From an optimization exercise on the open Yosys and OpenROAD flow, aimed at a short achievable clock period and few clock cycles; shortcuts taken in it are not production practice. In this exercise RTL edits were held to simulation tests only and were not proved equivalent to the original. No driver is modelled on the clock port, so clocking that relies on it looks cheaper here than on a real chip. Power and IR drop assume default switching activity.

## core_mc
module core_mc (
  input  logic        clk,
  input  logic        reset,
  output logic        mem_req,
  output logic        mem_we,
  output logic [31:0] mem_addr,
  output logic [31:0] mem_wdata,
  input  logic [31:0] mem_rdata,
  input  logic        mem_ready,
  output logic [31:0] pc_o,
  output logic        retire,
  output logic        halted,
  input  logic [4:0]  dbg_sel,
  output logic [31:0] dbg_data
);
  function automatic logic [31:0] add32(input logic [31:0] x, input logic [31:0] y,
                                        input logic ci);
    logic [31:0] g, p, gg, pp;
    g     = x & y;
    p     = x ^ y;
    gg    = g;
    pp    = p;
    gg[0] = g[0] | (p[0] & ci);
    for (int d = 1; d < 32; d = d * 2) begin
      for (int i = 31; i >= d; i--) begin
        gg[i] = gg[i] | (pp[i] & gg[i-d]);
        pp[i] = pp[i] & pp[i-d];
      end
    end
    add32 = p ^ {gg[30:0], ci};
  endfunction
  localparam int CW = 6;     
  localparam int PW = 40;    
  logic [31:0] r_regs [1:31];
  logic [31:0] r_ir;       
  logic [31:0] r_pc;       
  logic [31:0] r_pc4;      
  logic [31:0] r_pc8;      
  logic [31:0] r_tgt;      
  logic [31:0] r_a, r_b;   
  logic [31:0] r_b2;       
  logic        r_cin;      
  logic [31:0] r_ma;       
  logic        r_mav;
  logic        r_ev;       
  logic        r_halt;
  logic        r_mem;      
  logic        r_lw, r_sw, r_jal;
  logic [3:0]  r_xg;       
  logic        r_beq, r_bne;
  ...
For scale: about 19000 cells after synthesis, roughly 3700 flip-flops.
export LEC_CHECK = 0
export CAP_MARGIN = 20
export CORE_MARGIN = 2
export CORE_UTILIZATION = 55
export PLACE_DENSITY = 0.7
export SETUP_SLACK_MARGIN = 4.5
export SLEW_MARGIN = 20
create_clock -name core_clock -period 10.0 [get_ports {clk}]
standard.sh (not shown) runs the stock make flow with config.mk's settings and CLKGATE_MAP_FILE= SYNTH_SCRIPT=/design/flow/synth_recipe.tcl, a recipe that flattens the netlist after the stock synthesis.
==> flow/flow/run.sh <==
#!/bin/bash
# Own layout flow: the standard ORFS flow (standard.sh), with two changes:
#  - synthesis leaves adders to ABC instead of mapping them to full/half-adder cells
#    (ADDER_MAP_FILE empty); registers are synthesized exactly as in the standard flow;
#  - at the end of the CTS step (ORFS hook POST_CTS_TCL), flow/post_cts.tcl resizes gates
#    on the port buffers and on the worst setup paths (flow/size.tcl), runs ORFS's slew
#    and load repair, and legalizes the placement again.
# Each ORFS step writes its full log under orfs/logs/; this script's output goes to
# flow_run.log.
set -euo pipefail
here=$(pwd)
bash standard.sh finish ADDER_MAP_FILE= POST_CTS_TCL="$here/flow/post_cts.tcl" \
  > "$here/flow_run.log" 2>&1
Other scripts of this flow, unchanged in this note and not shown: flow/flow/post_cts.tcl, flow/flow/size.tcl
The first run finished with timing, DRC and antenna clean.
Testbench counts at the start, summed over its fixed seeds: cycles 49,914.
Change:
--- a/flow/config.mk
+++ b/flow/config.mk
@@ -10,2 +10,2 @@
-export CORE_UTILIZATION = 55
-export PLACE_DENSITY = 0.7
+export CORE_UTILIZATION = 45
+export PLACE_DENSITY = 0.6
What happened:
- combinational power climbs by about 2%
- setup slack is better by 34 ps
- hold slack is worse by 10 ps
- total power is higher by 1.3%
- sequential share of layout area fell by 0.50 points
- count of clock-buffer cells in the layout is higher by 5


Setup of job 886:
core_mc, a different RTL version from the one above (not shown whole).
Size: ~15000 cells after synthesis, ~3700 flip-flops.
export LEC_CHECK = 0
export CAP_MARGIN = 20
export CORE_MARGIN = 2
export CORE_UTILIZATION = 45
export PLACE_DENSITY = 0.6
export SETUP_SLACK_MARGIN = 4.5
export SLEW_MARGIN = 20
create_clock -name core_clock -period 10.0 [get_ports {clk}]
==> flow/flow/run.sh <==
#!/bin/bash
# Own layout flow: the standard ORFS flow (standard.sh), with two changes:
#  - synthesis leaves adders to ABC instead of mapping them to full/half-adder cells
#    (ADDER_MAP_FILE empty); registers are synthesized exactly as in the standard flow;
#  - at the end of the CTS step (ORFS hook POST_CTS_TCL), flow/post_cts.tcl resizes gates
#    on the worst setup paths (flow/size.tcl), runs ORFS's slew and load repair, and
#    legalizes the placement again.
# Each ORFS step writes its full log under orfs/logs/; this script's output goes to
# flow_run.log.
set -euo pipefail
here=$(pwd)
bash standard.sh finish ADDER_MAP_FILE= POST_CTS_TCL="$here/flow/post_cts.tcl" \
  > "$here/flow_run.log" 2>&1
==> flow/flow/post_cts.tcl <==
# Runs at the end of ORFS's CTS step (POST_CTS_TCL): greedy gate sizing on the worst setup
# paths, then ORFS's own slew and load repair, then legalize the placement again.
source [file join [file dirname [info script]] size.tcl]
estimate_parasitics -placement
puts "post_cts: worst slack before sizing [format %.3f [expr {[sta::worst_slack_cmd max] * 1e9}]] ns,\
      slew/load violations [size_drv]"
set margin [expr {[info exists ::env(SETUP_SLACK_MARGIN)] ? $::env(SETUP_SLACK_MARGIN) : 0.0}]
size_batch 400 [expr {$margin * 1e-9}] 900 8 8
repair_design_helper
detailed_placement
check_placement -verbose
estimate_parasitics -placement
puts "post_cts: worst slack after sizing [format %.3f [expr {[sta::worst_slack_cmd max] * 1e9}]] ns,\
      slew/load violations [size_drv]"
==> flow/flow/size.tcl <==
# Greedy gate sizing along the worst setup paths.
#
# Each round takes the k worst endpoints still open and, on each one's path, moves one
# combinational cell (the one of the slowest stage not yet tried for that endpoint) to the
# next drive strength of its own function; buffers and inverters may also become plain
# buf/inv cells. Parasitics are estimated again, and a change is kept only if its endpoint
# got better, the worst slack did not get worse and no slew or load limit broke. Only cell
# sizes change: the netlist's connections and its registers stay as they are.

proc size_variants {cell} {
  if {![regexp {^sky130_fd_sc_hd__(.+)_([0-9]+)$} $cell -> fn drive]} {
    return {}
  }
  if {[regexp {^(buf|clkbuf|clkdlybuf4s[0-9]+|dlygate4sd[0-9]|dlymetal6s[0-9]s|bufbuf)$} $fn]} {
    set fams {buf clkbuf}
  } elseif {[regexp {^(inv|clkinv|clkinvlp)$} $fn]} {
    set fams {inv clkinv}
  } else {
    set fams [list $fn]
  }
  set out {}
  foreach f $fams {
    foreach lc [get_lib_cells sky130_fd_sc_hd__${f}_*] {
      set n [get_name $lc]
      if {[regexp "^sky130_fd_sc_hd__${f}_\[0-9\]+\$" $n] && $n ne $cell} {
        lappend out $n
      }
    }
  }
  return $out
}

proc size_endpoint_slack {pin} {
  set pes [find_timing_paths -path_delay max -to $pin -group_path_count 1]
  if {[llength $pes] == 0} { return 1.0 }
  return [[lindex $pes 0] slack]
}

proc size_wns {} {
  return [sta::worst_slack_cmd max]
}

# max slew plus max capacitance violations
proc size_drv {} {
  return [expr {[sta::max_slew_violation_count] + [sta::max_capacitance_violation_count]}]
}

# the next drive strength up in a cell's own function, or "" at the largest
proc size_next_up {cell} {
  if {![regexp {^sky130_fd_sc_hd__(.+)_([0-9]+)$} $cell -> fn drive]} { return "" }
  set best ""
  set bd 1000
  foreach v [size_variants $cell] {
    regexp {_([0-9]+)$} $v -> d
    if {[regexp "^sky130_fd_sc_hd__${fn}_" $v] && $d > $drive && $d < $bd} {
      set best $v
      set bd $d
    }
  }
  if {$best eq "" && [regexp {^(clkdlybuf4s[0-9]+|dlygate4sd[0-9]|dlymetal6s[0-9]s|bufbuf)$} $fn]} {
    set best sky130_fd_sc_hd__buf_4
  }
  return $best
}

proc size_stages {pe} {
  set arr [dict create]
  foreach pin [[$pe path] pins] {
    set inst [$pin instance]
    if {$inst eq "NULL"} { continue }
    set iname [get_full_name $inst]
    if {$iname eq ""} { continue }
    set a [expr {max([get_property $pin arrival_max_rise], [get_property $pin arrival_max_fall])}]
    dict lappend arr $iname $a
  }
  set stages {}
  dict for {iname as} $arr {
    if {[llength $as] < 2} { continue }
    if {[catch {get_property [get_cells $iname] ref_name} cur]} { continue }
    # registers, latches and the clock tree keep their cells
    if {[regexp {__(df|edf|sdf|dl|sdl|sedf)} $cur] || [regexp {^clk} $iname]} { continue }
    set d [expr {abs([lindex $as 0] - [lindex $as 1])}]
    lappend stages [list $d $iname $cur]
  }
  return [lsort -real -decreasing -index 0 $stages]
}

proc size_batch {max_rounds target max_seconds {k 8} {n_try 4}} {
  set tried [dict create]
  set n_kept 0
  # after a round that made the worst slack worse, changes go one at a time for a while
  set k_cur $k
  set solo 0
  set t0 [clock seconds]
  for {set r 0} {$r < $max_rounds} {incr r} {
    if {[clock seconds] - $t0 > $max_seconds} { break }
    set w0 [size_wns]
    set v0 [size_drv]
    if {$solo > 0} { incr solo -1; set k_cur 1 } else { set k_cur $k }
    set changes {}
    set used [dict create]
    foreach pe [find_timing_paths -path_delay max -group_path_count 200 \
                  -endpoint_path_count 1 -sort_by_slack] {
      if {[$pe slack] >= $target || [llength $changes] >= $k_cur} { break }
      set ep_pin [$pe pin]
      set ep [get_full_name $ep_pin]
      set nt [expr {[dict exists $tried $ep] ? [dict get $tried $ep] : 0}]
      if {$nt >= $n_try} { continue }
      set idx 0
      set pick {}
      foreach st [size_stages $pe] {
        lassign $st d iname cur
        if {[dict exists $used $iname]} { continue }
        set v [size_next_up $cur]
        if {$v eq ""} { continue }
        if {$idx == $nt} { set pick [list $iname $cur $v]; break }
        incr idx
      }
      if {[llength $pick] == 0} { dict set tried $ep $n_try; continue }
      dict set used [lindex $pick 0] 1
      lappend changes [list $ep_pin $ep [$pe slack] {*}$pick]
    }
    if {[llength $changes] == 0} { break }
    foreach c $changes { replace_cell [lindex $c 3] [lindex $c 5] }
    estimate_parasitics -placement
    set kept {}
    set reverted 0
    foreach c $changes {
      lassign $c ep_pin ep s0 iname cur v
      if {[size_endpoint_slack $ep_pin] <= $s0 + 1e-12} {
        replace_cell $iname $cur
        dict incr tried $ep
        incr reverted
      } else {
        lappend kept $c
      }
    }
    if {$reverted > 0} { estimate_parasitics -placement }
    if {[llength $kept] > 0 && ([size_wns] < $w0 - 1e-12 || [size_drv] > $v0)} {
      # the worst slack got worse, or a slew or load limit is now broken: undo this round;
      # a lone change is set aside for good, a round of several is tried again one change
      # at a time
      foreach c $kept {
        lassign $c ep_pin ep s0 iname cur v
        replace_cell $iname $cur
        if {[llength $kept] == 1} { dict incr tried $ep }
      }
      estimate_parasitics -placement
      if {[llength $kept] > 1} { set solo [expr {2 * [llength $kept]}] }
      set kept {}
    }
    incr n_kept [llength $kept]
    set reverted [expr {[llength $changes] - [llength $kept]}]
    puts "size_batch: round $r, [llength $changes] tried, [expr {[llength $changes] - $reverted}] kept,\
          worst slack [format %.3f [expr {[size_wns] * 1e9}]] ns"
  }
  puts "size_batch: $n_kept cells resized in [expr {[clock seconds] - $t0}] s,\
        worst slack [format %.3f [expr {[size_wns] * 1e9}]] ns"
}
Testbench counts of job 886, summed over its fixed seeds: cycles 49,914.
--- input diff job 886..job 9245 ---
==> flow/flow/run.sh <==
#!/bin/bash
# Own layout flow: the standard ORFS flow (standard.sh), with two changes:
#  - synthesis leaves adders to ABC instead of mapping them to full/half-adder cells
#    (ADDER_MAP_FILE empty); registers are synthesized exactly as in the standard flow;
#  - at the end of the CTS step (ORFS hook POST_CTS_TCL), flow/post_cts.tcl resizes gates
#    on the worst setup paths (flow/size.tcl) and legalizes the placement again.
# Each ORFS step writes its full log under orfs/logs/; this script's output goes to
# flow_run.log.
set -euo pipefail
here=$(pwd)
bash standard.sh finish ADDER_MAP_FILE= POST_CTS_TCL="$here/flow/post_cts.tcl" \
  > "$here/flow_run.log" 2>&1
==> flow/flow/post_cts.tcl <==
# Runs at the end of ORFS's CTS step (POST_CTS_TCL): greedy gate sizing on the worst setup
# paths, then legalize the placement again.
source [file join [file dirname [info script]] size.tcl]
estimate_parasitics -placement
puts "post_cts: worst slack before sizing [format %.3f [expr {[sta::worst_slack_cmd max] * 1e9}]] ns"
set margin [expr {[info exists ::env(SETUP_SLACK_MARGIN)] ? $::env(SETUP_SLACK_MARGIN) : 0.0}]
size_batch 400 [expr {$margin * 1e-9}] 900 8 8
detailed_placement
check_placement -verbose
estimate_parasitics -placement
puts "post_cts: worst slack after sizing [format %.3f [expr {[sta::worst_slack_cmd max] * 1e9}]] ns"
-- flow/flow/size.tcl --
<<< job 886, line 5
# next drive strength of its own function; buffers and inverters may also become plain
# buf/inv cells. Parasitics are estimated again, and a change is kept only if its endpoint
# got better, the worst slack did not get worse and no slew or load limit broke. Only cell
# sizes change: the netlist's connections and its registers stay as they are.

proc size_variants {cell} {
>>> job 9245, line 5
# next drive strength of its own function; buffers and inverters may also become plain
# buf/inv cells. Parasitics are estimated again, and a change is kept only if its endpoint
# got better and the worst slack did not get worse. Only cell sizes change: the netlist's
# connections and its registers stay as they are.

proc size_variants {cell} {
<<< job 886, line 39
proc size_wns {} {
  return [sta::worst_slack_cmd max]
}

# max slew plus max capacitance violations
proc size_drv {} {
  return [expr {[sta::max_slew_violation_count] + [sta::max_capacitance_violation_count]}]
}

>>> job 9245, line 39
proc size_wns {} {
  return [sta::worst_slack_cmd max]
}

<<< job 886, line 96
    if {[clock seconds] - $t0 > $max_seconds} { break }
    set w0 [size_wns]
    set v0 [size_drv]
    if {$solo > 0} { incr solo -1; set k_cur 1 } else { set k_cur $k }
    set changes {}
>>> job 9245, line 91
    if {[clock seconds] - $t0 > $max_seconds} { break }
    set w0 [size_wns]
    if {$solo > 0} { incr solo -1; set k_cur 1 } else { set k_cur $k }
    set changes {}
<<< job 886, line 137
    }
    if {$reverted > 0} { estimate_parasitics -placement }
    if {[llength $kept] > 0 && ([size_wns] < $w0 - 1e-12 || [size_drv] > $v0)} {
      # the worst slack got worse, or a slew or load limit is now broken: undo this round;
      # a lone change is set aside for good, a round of several is tried again one change
      # at a time
      foreach c $kept {
        lassign $c ep_pin ep s0 iname cur v
>>> job 9245, line 131
    }
    if {$reverted > 0} { estimate_parasitics -placement }
    if {[llength $kept] > 0 && [size_wns] < $w0 - 1e-12} {
      # the worst slack got worse: undo this round; a lone change is set aside for good,
      # a round of several is tried again one change at a time
      foreach c $kept {
        lassign $c ep_pin ep s0 iname cur v
Results
In terms of core utilization, job 886 and job 9245 differ only marginally. Job 886 has a lower portion of the clock cycle consumed by the worst path in the final layout than job 9245. The sequential share of layout area of job 886 and that of job 9245 are within noise of each other. On average via count per standard cell, job 9245 and job 886 are neck and neck. Required time reported for the critical path endpoint up 2.98 ns in job 9245 wrt job 886. For filler-free cell count of the finished design, job 9245 and job 886 come out practically identical.

## static timing again, ports no longer ideal
The flow's constraints put no driver on any port. The routed layouts listed below were extracted and timed again, unchanged, in two steps.
Step 1: set_driving_cell puts a clkbuf_16 on clk and a buf_2 on each other input, an assumption about the parent block.
Step 2 also shifts input and output timing later by t, the mid clock arrival at the registers, as if the neighbouring blocks saw the same clock.
Slacks: ideal / step 1 / step 2; pairs: ideal / step 1.
run	shift t [ns]	setup slack, ns	worst setup path after step 2	pins driven straight from the clock port
the first run of note 1	1.117	4.146 / 3.516 / 3.063	input to register	1
the second run of note 1	1.141	4.181 / 3.818 / 3.015	input to register	1
job 886	1.168	3.788 / 3.576 / 2.728	input to register	1
job 9245	1.160	3.760 / 3.572 / 2.741	input to register	1
After both steps setup and hold are still met in every run listed. The setup slack of the second run of note 1, which loses most, moves by -0.363 ns with the drivers and by -1.166 ns with both steps.
